Background: an optimization exercise with open tools, aiming at small area. Do not read the settings as production practice. Only simulation tests tie the RTL to the original design; equivalence was not proved. No activity file was given, so power comes from the tool's default toggle rates.

== old ==
Design touch_sample_filter, start of the top module:
module touch_sample_filter
(
	input  logic                  clk,
	input  logic                  arst_n,
	input  logic                  cfg_we,
	input  logic [tsf_pkg::CFG_IDX_W-1:0]  cfg_index,
	input  logic [tsf_pkg::CFG_DATA_W-1:0] cfg_wdata,
	input  logic                  in_valid,
	output logic                  in_ready,
	input  logic [tsf_pkg::TIME_W-1:0]     now_ms,
	input  logic [tsf_pkg::ADC_W-1:0]      press_a,
	input  logic [tsf_pkg::ADC_W-1:0]      press_b,
	input  logic [tsf_pkg::ADC_W-1:0]      x_first,
	input  logic [tsf_pkg::ADC_W-1:0]      x_second,
	input  logic [tsf_pkg::ADC_W-1:0]      x_third,
	input  logic [tsf_pkg::ADC_W-1:0]      y_first,
	input  logic [tsf_pkg::ADC_W-1:0]      y_second,
	input  logic [tsf_pkg::ADC_W-1:0]      y_third,
	output logic                  out_valid,
	input  logic                  out_ready,
	output logic                  sampled,
	output logic                  touched,
	output logic [tsf_pkg::ADC_W-1:0]      pos_x,
	output logic [tsf_pkg::ADC_W-1:0]      pos_y,
	output logic [tsf_pkg::PRESS_W-1:0]    pressure
);
Size: about 96 flip-flops, about 190 I/O pins, roughly 0.0079 sq mm of cells after synthesis.
==> flow/config.mk <==
export PLATFORM = sky130hd
export DESIGN_NAME = touch_sample_filter
export DESIGN_NICKNAME = touch_sample_filter
export VERILOG_FILES = /design/flow/design.v
export SDC_FILE = /design/flow/constraint.sdc
export NUM_CORES = 4
export LEC_CHECK = 0
export CAP_MARGIN = 20
export CORE_MARGIN = 2
export CORE_UTILIZATION = 40
export SLEW_MARGIN = 20
==> flow/constraint.sdc <==
create_clock -name core_clock -period 12.0 [get_ports {clk}]
set_input_delay 2.4000 -clock core_clock [delete_from_list [all_inputs] [get_ports {clk}]]
set_output_delay 2.4000 -clock core_clock [all_outputs]
set_load 0.01 [all_outputs]
standard.sh (not shown) runs the stock make flow with config.mk's settings and CLKGATE_MAP_FILE= SYNTH_SCRIPT=/design/flow/synth_recipe.tcl, a recipe that flattens the netlist after the stock synthesis.
==> flow/flow/run.sh <==
#!/bin/bash
# Standard layout (standard.sh), with these changes:
#  - synthesis (flow/synth_recipe_area.tcl) maps the combinational logic for
#    area: adders extracted only in the adder module, and the best of a set
#    of area-oriented ABC scripts; registers are inferred exactly as in the
#    standard synthesis;
#  - the port buffers use the smallest buffer cell;
#  - clock tree: small clock buffers, small sink clusters, no dummy loads.
# Each tool's log is in orfs/logs/; make's output is in standard.log.
set -euo pipefail
W=$PWD
export BUFFER_PORTS_ARGS="-buffer_cell sky130_fd_sc_hd__buf_1"
export CTS_ARGS="-sink_clustering_enable -repair_clock_nets -dont_use_dummy_load -buf_list {sky130_fd_sc_hd__clkbuf_4 sky130_fd_sc_hd__clkbuf_8} -sink_clustering_size 10"
sed "s#SYNTH_SCRIPT=[^ ]*synth_recipe.tcl#SYNTH_SCRIPT=$W/flow/synth_recipe_area.tcl#" standard.sh > my_standard.sh
grep -q "synth_recipe_area.tcl" my_standard.sh
bash my_standard.sh > standard.log 2>&1
Other scripts of this flow, unchanged in this note and not shown: flow/flow/synth_recipe_area.tcl
Input changes introduced in new (baseline for comparison: old):
diff --git a/flow/design.v b/flow/design.v
--- a/flow/design.v
+++ b/flow/design.v
@@ -122,49 +122,44 @@
 	logic [tsf_pkg::PRESS_W-1:0]   held_press_q;
 	logic [tsf_pkg::ADC_W-1:0]     held_x_q;
 	logic [tsf_pkg::ADC_W-1:0]     held_y_q;
 	logic                          out_valid_q;
 	logic                          sampled_q;
 	logic                          touched_q;
 	logic                          in_fire;
 	logic                          pass;
 	logic [tsf_pkg::PRESS_W-1:0]   z_val;
 	logic                          light;
 	logic [tsf_pkg::ADC_W-1:0]     rot_x;
 	logic [tsf_pkg::ADC_W-1:0]     rot_y;
+	always_ff @(posedge clk or negedge arst_n) begin
+		if (!arst_n) begin
+			orient_q   <= tsf_pkg::RST_ORIENTATION;
+			thresh_q   <= tsf_pkg::RST_PRESS_THRESH;
+			min_ival_q <= tsf_pkg::RST_MIN_INTERVAL;
+		end else if (cfg_we) begin
+			unique case (cfg_index)
+				tsf_pkg::REG_ORIENTATION:  orient_q   <= cfg_wdata[1:0];
+				tsf_pkg::REG_PRESS_THRESH: thresh_q   <= cfg_wdata[tsf_pkg::PRESS_W-1:0];
+				tsf_pkg::REG_MIN_INTERVAL: min_ival_q <= cfg_wdata[tsf_pkg::IVAL_W-1:0];
+				default: ;
+			endcase
+		end
+	end
 	logic fresh_q;
 	always_ff @(posedge clk or negedge arst_n) begin
 		if (!arst_n) begin
 			fresh_q <= 1'b1;
 		end else begin
 			fresh_q <= 1'b0;
-		end
-	end
-	logic [1:0]                    orient_r;
-	logic [tsf_pkg::PRESS_W-1:0]   thresh_r;
-	logic [tsf_pkg::IVAL_W-1:0]    min_ival_r;
-	assign orient_q   = fresh_q ? tsf_pkg::RST_ORIENTATION  : orient_r;
-	assign thresh_q   = fresh_q ? tsf_pkg::RST_PRESS_THRESH : thresh_r;
-	assign min_ival_q = fresh_q ? tsf_pkg::RST_MIN_INTERVAL : min_ival_r;
-	always_ff @(posedge clk) begin
-		orient_r   <= orient_q;
-		thresh_r   <= thresh_q;
-		min_ival_r <= min_ival_q;
-		if (cfg_we) begin
-			unique case (cfg_index)
-				tsf_pkg::REG_ORIENTATION:  orient_r   <= cfg_wdata[1:0];
-				tsf_pkg::REG_PRESS_THRESH: thresh_r   <= cfg_wdata[tsf_pkg::PRESS_W-1:0];
-				tsf_pkg::REG_MIN_INTERVAL: min_ival_r <= cfg_wdata[tsf_pkg::IVAL_W-1:0];
-				default: ;
-			endcase
 		end
 	end
 	assign in_ready = !out_valid_q || out_ready;
 	assign in_fire  = in_valid && in_ready;
 	localparam int unsigned LO = tsf_pkg::IVAL_W;
 	localparam int unsigned HI = tsf_pkg::TIME_W;
 	logic [LO:0]     el_b;
 	logic [LO-1:0]   el_lo;
 	logic [HI-1:LO]  el_zbit;
 	logic            el_hi_zero;
 	logic            el_lo_ge;
 	assign el_b[0] = 1'b0;
==> comparison <==
[compare] base=old new=new: first-iteration DRC count decreased 93; area share of xor/xnor cells in the synthesized design essentially unchanged; count of input and output buffers essentially unchanged; met2 wirelength from detailed routing decreased about 3.7%; combinational share of power increased 2.5 points. Power share of the clock group (higher): old. Going from old to new, the sequential cell area share was found to have gone up by 1.3 points. new vs old — via total after detailed routing dropped 2.7%.

re-timing with driven ports:
How much do the figures lean on ideal ports? The routed layouts below were timed once more, with nothing changed but the port constraints.
Step 1 sets driving cells, clkbuf_16 on the clock port and buf_2 on the other inputs (assumed; they add their load-dependent delay and slew).
Step 2, shift: input delay + t, output delay - t, t = (earliest + latest rising clock arrival at the registers) / 2. This alone moves slack from input paths to output paths.
a / b / c = ideal ports / drivers / drivers and shift; a / b = the first two.
run | shift t [ns] | slack for setup (ns) | worst setup path at the end | worst data-port slew with drivers (ns)
old | 0.397 | 1.916 / 1.933 / 1.536 | input to register | 0.06
new | 0.398 | 2.339 / 2.354 / 1.956 | input to register | 0.06
After both steps every run listed still meets setup and hold. The setup slack of new, which loses most, moves by +0.015 ns with the drivers and by -0.383 ns with both steps.
